This is an optimization exercise on Yosys and OpenROAD, whose aim is small area and few clock cycles, not a production implementation. Only simulation tests tie the RTL to the original design; equivalence was not proved. Power and IR drop assume default switching activity.

File: flow/config.mk
export PLATFORM = sky130hd
export DESIGN_NAME = axil_wr_split
export DESIGN_NICKNAME = axil_wr_split
export VERILOG_FILES = /design/flow/design.v
export SDC_FILE = /design/flow/constraint.sdc
export NUM_CORES = 4
export LEC_CHECK = 0
export CAP_MARGIN = 20
export CORE_MARGIN = 2
export CORE_UTILIZATION = 40
export PLACE_DENSITY = 0.6
export SLEW_MARGIN = 20
File: flow/constraint.sdc
create_clock -name core_clock -period 5.0 [get_ports {aclk}]
set_input_delay 1.0000 -clock core_clock [delete_from_list [all_inputs] [get_ports {aclk}]]
set_output_delay 1.0000 -clock core_clock [all_outputs]
set_load 0.01 [all_outputs]
File: flow/design.v
package axil_split_pkg;
  localparam int ADDR_W = 32;
  localparam int DATA_W = 32;
  localparam int STRB_W = DATA_W / 8;
  localparam int RESP_W = 2;
  localparam logic [RESP_W-1:0] RESP_OKAY   = 2'd0;
  localparam logic [RESP_W-1:0] RESP_SLVERR = 2'd2;
  localparam logic [ADDR_W-1:0] SPLIT_BASE = 32'h0000_8000;
  localparam int FIFO_DEPTH = 4;
  localparam int RESP_CNT_W = 3;
  localparam logic [3:0] IDLE    = 4'b0001;
  localparam logic [3:0] LO_ADDR = 4'b0010;
  localparam logic [3:0] HI_ADDR = 4'b0100;
  localparam logic [3:0] FLUSH   = 4'b1000;
endpackage
`timescale 1ns/1ps
import axil_split_pkg::*;
module axil_fifo #(
  parameter int WIDTH = 8
) (
  input  logic             aclk,
  input  logic             aresetn,
  input  logic             wr_en,
  input  logic [WIDTH-1:0] wr_data,
  output logic             full,
  input  logic             rd_en,
  output logic [WIDTH-1:0] rd_data,
  output logic             empty
);
  logic [WIDTH-1:0]                mem [FIFO_DEPTH];
  logic [$clog2(FIFO_DEPTH)-1:0]   wr_ptr;
  logic [$clog2(FIFO_DEPTH)-1:0]   rd_ptr;
  logic [$clog2(FIFO_DEPTH+1)-1:0] count;
  logic [$clog2(FIFO_DEPTH+1)-1:0] count_nxt;
  logic                            push;
  logic                            pop;
  assign push = wr_en && !full;
  assign pop  = rd_en && !empty;
  assign rd_data = mem[rd_ptr];
  always_comb
  begin
    case ({push, pop})
      2'b10:   count_nxt = count + 1'b1;
      2'b01:   count_nxt = count - 1'b1;
      default: count_nxt = count;
    endcase
  end
  always_ff @(posedge aclk)
  begin
    if (!aresetn)
    begin
      wr_ptr <= '0;
      rd_ptr <= '0;
      count  <= '0;
      full   <= 1'b0;
      empty  <= 1'b1;
    end
    else
    begin
      if (push)
        wr_ptr <= (int'(wr_ptr) == FIFO_DEPTH - 1) ? '0 : wr_ptr + 1'b1;
      if (pop)
        rd_ptr <= (int'(rd_ptr) == FIFO_DEPTH - 1) ? '0 : rd_ptr + 1'b1;
      count <= count_nxt;
      full  <= (int'(count_nxt) == FIFO_DEPTH);
      empty <= (count_nxt == '0);
    end
  end
  always_ff @(posedge aclk)
  begin
    if (push)
      mem[wr_ptr] <= wr_data;
  end
endmodule
`timescale 1ns/1ps
import axil_split_pkg::*;
module axil_s_wr_fifos (
  input  logic                            aclk,
  input  logic                            aresetn,
  input  logic                            s_awvalid,
  output logic                            s_awready,
  input  logic [axil_split_pkg::ADDR_W-1:0] s_awaddr,
  input  logic                            s_wvalid,
  output logic                            s_wready,
  input  logic [axil_split_pkg::DATA_W-1:0] s_wdata,
  input  logic [axil_split_pkg::STRB_W-1:0] s_wstrb,
  output logic                            s_bvalid,
  input  logic                            s_bready,
  output logic [axil_split_pkg::RESP_W-1:0] s_bresp,
  input  logic                            aw_rd_en,
  output logic [axil_split_pkg::ADDR_W-1:0] aw_rd_addr,
  output logic                            aw_rd_empty,
  input  logic                            w_rd_en,
  output logic [axil_split_pkg::DATA_W-1:0] w_rd_data,
  output logic [axil_split_pkg::STRB_W-1:0] w_rd_strb,
  output logic                            w_rd_empty,
  input  logic                            b_wr_en,
  input  logic [axil_split_pkg::RESP_W-1:0] b_wr_resp,
  output logic                            b_wr_full
);
  logic                     aw_full;
  logic                     w_full;
  logic                     b_empty;
  logic [STRB_W+DATA_W-1:0] w_head;
  assign s_awready = !aw_full;
  assign s_wready  = !w_full;
  axil_fifo #(.WIDTH(ADDR_W)) u_aw_fifo (
    .aclk    (aclk),
    .aresetn (aresetn),
    .wr_en   (s_awvalid && s_awready),
    .wr_data (s_awaddr),
    .full    (aw_full),
    .rd_en   (aw_rd_en),
    .rd_data (aw_rd_addr),
    .empty   (aw_rd_empty)
  );
  axil_fifo #(.WIDTH(STRB_W + DATA_W)) u_w_fifo (
    .aclk    (aclk),
    .aresetn (aresetn),
    .wr_en   (s_wvalid && s_wready),
    .wr_data ({s_wstrb, s_wdata}),
    .full    (w_full),
    .rd_en   (w_rd_en),
    .rd_data (w_head),
    .empty   (w_rd_empty)
  );
  assign {w_rd_strb, w_rd_data} = w_head;
  assign s_bvalid = !b_empty;
  axil_fifo #(.WIDTH(RESP_W)) u_b_fifo (
    .aclk    (aclk),
    .aresetn (aresetn),
    .wr_en   (b_wr_en),
    .wr_data (b_wr_resp),
    .full    (b_wr_full),
    .rd_en   (s_bvalid && s_bready),
    .rd_data (s_bresp),
    .empty   (b_empty)
  );
endmodule
`timescale 1ns/1ps
import axil_split_pkg::*;
module axil_m_wr_fifos (
  input  logic                            aclk,
  input  logic                            aresetn,
  output logic                            m_awvalid,
  input  logic                            m_awready,
  output logic [axil_split_pkg::ADDR_W-1:0] m_awaddr,
  output logic                            m_wvalid,
  input  logic                            m_wready,
  output logic [axil_split_pkg::DATA_W-1:0] m_wdata,
  output logic [axil_split_pkg::STRB_W-1:0] m_wstrb,
  input  logic                            m_bvalid,
  output logic                            m_bready,
  input  logic [axil_split_pkg::RESP_W-1:0] m_bresp,
  input  logic                            aw_wr_en,
  input  logic [axil_split_pkg::ADDR_W-1:0] aw_wr_addr,
  output logic                            aw_wr_full,
  input  logic                            w_wr_en,
  input  logic [axil_split_pkg::DATA_W-1:0] w_wr_data,
  input  logic [axil_split_pkg::STRB_W-1:0] w_wr_strb,
  output logic                            w_wr_full,
  input  logic                            b_rd_en,
  output logic [axil_split_pkg::RESP_W-1:0] b_rd_resp,
  output logic                            b_rd_empty
);
  logic                     aw_empty;
  logic                     w_empty;
  logic                     b_full;
  logic [STRB_W+DATA_W-1:0] w_head;
  assign m_awvalid = !aw_empty;
  assign m_wvalid  = !w_empty;
  axil_fifo #(.WIDTH(ADDR_W)) u_aw_fifo (
    .aclk    (aclk),
    .aresetn (aresetn),
    .wr_en   (aw_wr_en),
    .wr_data (aw_wr_addr),
    .full    (aw_wr_full),
    .rd_en   (m_awvalid && m_awready),
    .rd_data (m_awaddr),
    .empty   (aw_empty)
  );
  axil_fifo #(.WIDTH(STRB_W + DATA_W)) u_w_fifo (
    .aclk    (aclk),
    .aresetn (aresetn),
    .wr_en   (w_wr_en),
    .wr_data ({w_wr_strb, w_wr_data}),
    .full    (w_wr_full),
    .rd_en   (m_wvalid && m_wready),
    .rd_data (w_head),
    .empty   (w_empty)
  );
  assign {m_wstrb, m_wdata} = w_head;
  assign m_bready = !b_full;
  axil_fifo #(.WIDTH(RESP_W)) u_b_fifo (
    .aclk    (aclk),
    .aresetn (aresetn),
    .wr_en   (m_bvalid && m_bready),
    .wr_data (m_bresp),
    .full    (b_full),
    .rd_en   (b_rd_en),
    .rd_data (b_rd_resp),
    .empty   (b_rd_empty)
  );
endmodule
`timescale 1ns/1ps
import axil_split_pkg::*;
module axil_wr_split (
  input  logic                            aclk,
  input  logic                            aresetn,
  input  logic                            s_awvalid,
  output logic                            s_awready,
  input  logic [axil_split_pkg::ADDR_W-1:0] s_awaddr,
  input  logic                            s_wvalid,
  output logic                            s_wready,
  input  logic [axil_split_pkg::DATA_W-1:0] s_wdata,
  input  logic [axil_split_pkg::STRB_W-1:0] s_wstrb,
  output logic                            s_bvalid,
  input  logic                            s_bready,
  output logic [axil_split_pkg::RESP_W-1:0] s_bresp,
  output logic                            m0_awvalid,
  input  logic                            m0_awready,
  output logic [axil_split_pkg::ADDR_W-1:0] m0_awaddr,
  output logic                            m0_wvalid,
  input  logic                            m0_wready,
  output logic [axil_split_pkg::DATA_W-1:0] m0_wdata,
  output logic [axil_split_pkg::STRB_W-1:0] m0_wstrb,
  input  logic                            m0_bvalid,
  output logic                            m0_bready,
  input  logic [axil_split_pkg::RESP_W-1:0] m0_bresp,
  output logic                            m1_awvalid,
  input  logic                            m1_awready,
  output logic [axil_split_pkg::ADDR_W-1:0] m1_awaddr,
  output logic                            m1_wvalid,
  input  logic                            m1_wready,
  output logic [axil_split_pkg::DATA_W-1:0] m1_wdata,
  output logic [axil_split_pkg::STRB_W-1:0] m1_wstrb,
  input  logic                            m1_bvalid,
  output logic                            m1_bready,
  input  logic [axil_split_pkg::RESP_W-1:0] m1_bresp
);
  logic              aw_rd_en;
  logic [ADDR_W-1:0] aw_rd_addr;
  logic              aw_rd_empty;
  logic              w_rd_en;
  logic [DATA_W-1:0] w_rd_data;
  logic [STRB_W-1:0] w_rd_strb;
  logic              w_rd_empty;
  logic              b_wr_en;
  logic [RESP_W-1:0] b_wr_resp;
  logic              b_wr_full;
  logic [1:0]             m_awvalid;
  logic [1:0]             m_awready;
  logic [1:0][ADDR_W-1:0] m_awaddr;
  logic [1:0]             m_wvalid;
  logic [1:0]             m_wready;
  logic [1:0][DATA_W-1:0] m_wdata;
  logic [1:0][STRB_W-1:0] m_wstrb;
  logic [1:0]             m_bvalid;
  logic [1:0]             m_bready;
  logic [1:0][RESP_W-1:0] m_bresp;
  logic [1:0]             m_aw_wr_en;
  logic [1:0]             m_aw_wr_full;
  logic [1:0]             m_w_wr_en;
  logic [1:0]             m_w_wr_full;
  logic [1:0]             m_b_rd_en;
  logic [1:0][RESP_W-1:0] m_b_rd_resp;
  logic [1:0]             m_b_rd_empty;
  logic [3:0]            state;
  logic [3:0]            next_state;
  logic [3:0]            want_state;
  logic [1:0]            route;
  logic                  fwd_ok;
  logic [RESP_CNT_W-1:0] resp_cnt;
  logic                  resp_done;
  axil_s_wr_fifos u_s_fifos (.*);
  assign {m1_awvalid, m0_awvalid} = m_awvalid;
  assign {m1_awaddr, m0_awaddr}   = m_awaddr;
  assign {m1_wvalid, m0_wvalid}   = m_wvalid;
  assign {m1_wdata, m0_wdata}     = m_wdata;
  assign {m1_wstrb, m0_wstrb}     = m_wstrb;
  assign {m1_bready, m0_bready}   = m_bready;
  assign m_awready = {m1_awready, m0_awready};
  assign m_wready  = {m1_wready, m0_wready};
  assign m_bvalid  = {m1_bvalid, m0_bvalid};
  assign m_bresp   = {m1_bresp, m0_bresp};
  assign want_state = (aw_rd_addr < SPLIT_BASE) ? LO_ADDR : HI_ADDR;
  assign resp_done  = (resp_cnt == '0);
  always_ff @(posedge aclk)
  begin
    if (!aresetn)
      state <= IDLE;
    else
      state <= next_state;
  end
  always_comb
  begin
    next_state = state;
    case (state)
      IDLE:
      begin
        if (!aw_rd_empty)
          next_state = want_state;
      end
      LO_ADDR, HI_ADDR:
      begin
        if (!aw_rd_empty && want_state != state)
          next_state = FLUSH;
      end
      FLUSH:
      begin
        if (resp_done)
          next_state = aw_rd_empty ? IDLE : want_state;
      end
      default:
        next_state = IDLE;
    endcase
  end
  assign route[0] = (next_state == LO_ADDR);
  assign route[1] = (next_state == HI_ADDR);
  assign fwd_ok = !aw_rd_empty && !w_rd_empty && (resp_cnt < RESP_CNT_W'(FIFO_DEPTH));
  for (genvar j = 0; j < 2; j++)
  begin : g_m_port
    assign m_aw_wr_en[j] = route[j] && fwd_ok && !m_aw_wr_full[j] && !m_w_wr_full[j];
    assign m_w_wr_en[j]  = m_aw_wr_en[j];
    assign m_b_rd_en[j]  = !m_b_rd_empty[j] && !b_wr_full;
    axil_m_wr_fifos u_m_fifos (
      .aclk       (aclk),
      .aresetn    (aresetn),
      .m_awvalid  (m_awvalid[j]),
      .m_awready  (m_awready[j]),
      .m_awaddr   (m_awaddr[j]),
      .m_wvalid   (m_wvalid[j]),
      .m_wready   (m_wready[j]),
      .m_wdata    (m_wdata[j]),
      .m_wstrb    (m_wstrb[j]),
      .m_bvalid   (m_bvalid[j]),
      .m_bready   (m_bready[j]),
      .m_bresp    (m_bresp[j]),
      .aw_wr_en   (m_aw_wr_en[j]),
      .aw_wr_addr (aw_rd_addr),
      .aw_wr_full (m_aw_wr_full[j]),
      .w_wr_en    (m_w_wr_en[j]),
      .w_wr_data  (w_rd_data),
      .w_wr_strb  (w_rd_strb),
      .w_wr_full  (m_w_wr_full[j]),
      .b_rd_en    (m_b_rd_en[j]),
      .b_rd_resp  (m_b_rd_resp[j]),
      .b_rd_empty (m_b_rd_empty[j])
    );
  end
  assign aw_rd_en  = |m_aw_wr_en;
  assign w_rd_en   = |m_w_wr_en;
  assign b_wr_en   = |m_b_rd_en;
  assign b_wr_resp = m_b_rd_empty[0] ? m_b_rd_resp[1] : m_b_rd_resp[0];
  always_ff @(posedge aclk)
  begin
    if (!aresetn)
      resp_cnt <= '0;
    else
    begin
      case ({aw_rd_en, b_wr_en})
        2'b10:   resp_cnt <= resp_cnt + 1'b1;
        2'b01:   resp_cnt <= resp_cnt - 1'b1;
        default: resp_cnt <= resp_cnt;
      endcase
    end
  end
endmodule
File: flow/run.sh
#!/bin/bash
# synth_recipe.tcl (not shown) runs the flow's synth.tcl, then flattens the netlist and writes it again
# the make line also repeats each setting of config.mk as NAME=value (left out here)
make -C /OpenROAD-flow-scripts/flow DESIGN_CONFIG=/design/flow/config.mk WORK_HOME=/design/flow/orfs CLKGATE_MAP_FILE= SYNTH_SCRIPT=/design/flow/synth_recipe.tcl finish
==> run notes <==
-- stage by stage --
stage / power (W) / worst slack (ns) / area, um^2 / hold WS, ns / utilization, %
finish: 0.0199 / 0.370 / 42600 / 0.482 / 48.3
detailed placement: 0.0131 / 0.304 / 39500 / 0.474 / 44.7
global route: 0.0208 / 0.0313 / 42600 / 0.519 / 48.3
global placement: 0.0130 / 0.478 / 39500 / 0.464 / 44.7
CTS: 0.0202 / 0.298 / 42600 / 0.485 / 48.3
floorplan: 0.0118 / 1.12 / 35500 / 0.454 / -
-- cell usage after synthesis (9+ instances only) --
cell | n | area (um^2)
inv_1 | 70 | 263
nand2_1 | 29 | 109
xor2_1 | 20 | 175
dfxtp_1 | 106 | 2120
and2_1 | 36 | 225
nor3b_1 | 9 | 67.6
edfxtp_1 | 840 | 25200
o21ai_0 | 9 | 45.0
nor3_1 | 19 | 95.1
clkbuf_1 | 40 | 150
a21oi_1 | 37 | 185
mux4_2 | 210 | 4730
nor2b_1 | 12 | 75.1
fa_1 | 10 | 200
xnor2_1 | 9 | 78.8
mux2i_1 | 22 | 220
ha_1 | 55 | 688
buf_1 | 17 | 63.8
nor2_1 | 82 | 308
-- final cells by class --
| type | instances | area share (%) |
|---|---|---|
| Tap cell | 1165 | 3.42 |
| Timing Repair Buffer | 277 | 6.51 |
| Sequential cell | 946 | 64.1 |
| Multi-Input combinational cell | 611 | 17.9 |
| Clock inverter | 57 | 1.52 |
| Clock buffer | 120 | 5.87 |
| Inverter | 70 | 0.616 |
| Antenna cell | 4 | 0.0235 |
-- logic make-up after synthesis --
| kind of cell | Yosys count | synth area share, % |
|---|---|---|
| and+or+nand+nor | 216 | 3.05 |
| adders and majority gates | 65 | 2.50 |
| muxes | 237 | 14.1 |
| AOI/OAI and AO/OA | 64 | 1.09 |
| DFF | 946 | 77.0 |
| buffers and inverters | 136 | 1.55 |
| xor gates and xnor gates | 29 | 0.715 |
-- routing by layer --
metal / vias up / global-route usage, % / part of all wire [%]
met2: 368 / 28.1 / 50
met3: 92 / 3.20 / 5.2
met1: 8773 / 21.8 / 43
met4: 2 / 4.57 / 1.8
li1: 7396 / - / -
met5: - / 0 / 0.021
-- flip-flops by register name (all words and copies together) (netlist names), 6 cells and up, named ones only --
register                            count
g_m_port.u_m_fifos.u_w_fifo.mem       288
g_m_port.u_m_fifos.u_aw_fifo.mem      256
u_s_fifos.u_w_fifo.mem                144
u_s_fifos.u_aw_fifo.mem               128
g_m_port.u_m_fifos.u_b_fifo.mem        16
u_s_fifos.u_b_fifo.mem                  8
g_m_port.u_m_fifos.u_aw_fifo.count      6
g_m_port.u_m_fifos.u_b_fifo.count       6
g_m_port.u_m_fifos.u_w_fifo.count       6
-- worst min path at each step --
stage | startpoint | endpoint | slack [ns] | cells past startpoint
global route | g_m_port[1].u_m_fifos.u_aw_fifo.wr_ptr[1] | g_m_port[1].u_m_fifos.u_aw_fifo.wr_ptr[1] | 0.52 | 2
floorplan | u_s_fifos.u_w_fifo.rd_ptr[1] | flop | 0.45 | 2
CTS | u_s_fifos.u_w_fifo.rd_ptr[1] | flop | 0.48 | 2
global placement | u_s_fifos.u_w_fifo.rd_ptr[1] | flop | 0.46 | 2
detailed placement | u_s_fifos.u_w_fifo.rd_ptr[1] | flop | 0.47 | 2
finish | u_s_fifos.u_w_fifo.rd_ptr[1] | flop | 0.48 | 2
-- worst reg2reg max path: stages, from the launching register on --
cell and delay (ns):
dfxtp_2 0.46, buf_12 0.27, mux4_2 0.67, nor4_1 0.46, nand4_1 0.35, nor4_1 0.48, o311a_1 0.49, ha_1 0.27
inv_1 0.06, fa_1 0.37, xor2_1 0.15, nor2_1 0.14, xnor2_1 0.17, nor2_1 0.08, a21oi_1 0.15
-- where the power goes --
part | internal, W | leakage, nW | switching [W]
combinational | 0.00148 | 3.57 | 0.00166
clock | 0.00402 | 1.50 | 0.00301
sequential | 0.00941 | 8.48 | 0.000318
total | 0.0149 | 13.6 | 0.00499
==> flow_metrics.env <==
export IMPL_layout_common_cells="edfxtp_1 (840), clkdlybuf4s50_1 (229), mux4_2 (210), dfxtp_1 (98), clkbuf_16 (96)"
export IMPL_grt_pass1_vias=17500
export IMPL_grt_total_usage_pct=16.5
export IMPL_r2r_end="u_s_fifos.u_aw_fifo.empty"
export IMPL_grt_first_pass_wirelength_um=111000
export IMPL_cp_arrival_ns=5.23
export IMPL_dieHeight_um=302
export IMPL_rsz0062_at_grt="no"
export IMPL_synthesis_area_um2=35500
export IMPL_multi_input_area_um2=7630
export IMPL_post_cts_buffers=0
export IMPL_cts_resized=0
export IMPL_crit_family="simple AND/OR/NAND/NOR gates"
export IMPL_synth_cell_types=47
export IMPL_drv_slew=0
export IMPL_antenna_found_initial=5
export IMPL_vias=16600
export IMPL_synth_edf_count=840
export IMPL_place_inst=3069
export IMPL_drive_above_1_share_pct=20.2
export IMPL_core_um2=88200
export IMPL_p_per_area_nw_per_um2=467
export IMPL_fillers=7116
export IMPL_finalSetupViolations=0
export IMPL_drtIter0Drc=1401
export IMPL_syn_avg_cell_area_um2=21.0
export IMPL_irDropWorstVdd_mv=0.305
export IMPL_fmax_mhz=216
export IMPL_die_area_um2=91200
export IMPL_synthFlopType="edfxtp_1"
export IMPL_end_kind="flop"
export IMPL_synth_seq_cells=946
export IMPL_clk_pin_slew_ns=0.06
export IMPL_worst_setup_path_start_kind="flop"
export IMPL_hp_class="reg2reg"
export IMPL_ff2ff_setup_slack_ns=0.37
export IMPL_p_leak_nw=13.6
export IMPL_synth_seq_area_share_pct=77.0
export IMPL_initial_utilization_pct=40.2
export IMPL_portBuffers=229
export IMPL_grt_max_degree=46
export IMPL_critPathSlowestCell="mux4_2"
export IMPL_clock_latency_ns=0.68
export IMPL_drc=0
export IMPL_endpoint="u_s_fifos.u_aw_fifo.empty"
export IMPL_slew_limit_headroom_pct=33.4
export IMPL_die_w_um=302
export IMPL_antenna_left=0
export IMPL_r2r_cells=14
export IMPL_mostFrequentLayoutCell="edfxtp_1"
export IMPL_ys_warn_count=4
export IMPL_critPathKind="reg2reg"
export IMPL_gr_total_overflow=0
export IMPL_fin_crit_sh_pct=92.6
export IMPL_ff_latch_area_um2=27400
export IMPL_setup_tns_ns=0
export IMPL_max_cap_violations=0
export IMPL_cp_required_ns=5.60
export IMPL_vias_per_cell=5.12
export IMPL_tightest_slew_ns=0.998
export IMPL_clock_skew_ns=0.0744
export IMPL_drt_wl_total_um=74800
export IMPL_critPathMaxStageDelay_ns=0.66
export IMPL_timing_final_hold_violations=0
export IMPL_row_count=109
export IMPL_syn_to_final_growth_pct=20.1
export IMPL_syn_nets=1841
export IMPL_path_depth=14
export IMPL_wire_per_inst_um=23.0
export IMPL_cts_sinks=946
export IMPL_nets=2150
export IMPL_hpwl_um=46500
export IMPL_gp_congestion=0.724
export IMPL_cp_num_buf_inv=2
export IMPL_clk_path_buf_depth=3
export IMPL_cp_max_fo=27
export IMPL_drtPass1Iterations=5
export IMPL_numCtsBuffers=96
export IMPL_cts_tree="yes"
export IMPL_ctsHtreeMaxLevel=3
export IMPL_cts_root_buffer="clkbuf_16"
export IMPL_final_cells=3250
export IMPL_postSynthCellCount=1693
export IMPL_synthArstFlopShare_pct=0
export IMPL_crit_chain="buf_12, mux4_2, nor4_1, nand4_1, nor4_1, o311a_1, ha_1, inv_1, fa_1, xor2_1, nor2_1, xnor2_1, nor2_1, a21oi_1"
export IMPL_min_period_ns=4.63
export IMPL_status="complete, no violations"
export IMPL_ctsHoldBuffers=0
export IMPL_ioPinCount=230
Testbench counts, summed over its fixed seeds: cycles 16,282.

port drivers added, routing unchanged:
The flow's constraints put no driver on any port. The routed layout listed below was extracted and timed again, unchanged, in two steps.
Step 1 assumes that a clkbuf_16 drives the clock port and a buf_2 every other input.
Step 2, shift: input delay + t, output delay - t, t = (earliest + latest rising clock arrival at the registers) / 2. This alone moves slack from input paths to output paths.
a / b / c = no drivers / after step 1 / after step 2; a / b = the first two.
t, ns: 0.715
setup WS [ns]: 0.370 / 0.370 / 0.370
hold slack, ns: 0.482 / 0.482 / 0.482
After both steps setup and hold are still met in this run. The setup slack of this run moves by 0.000 ns with the drivers and by 0.000 ns with both steps.
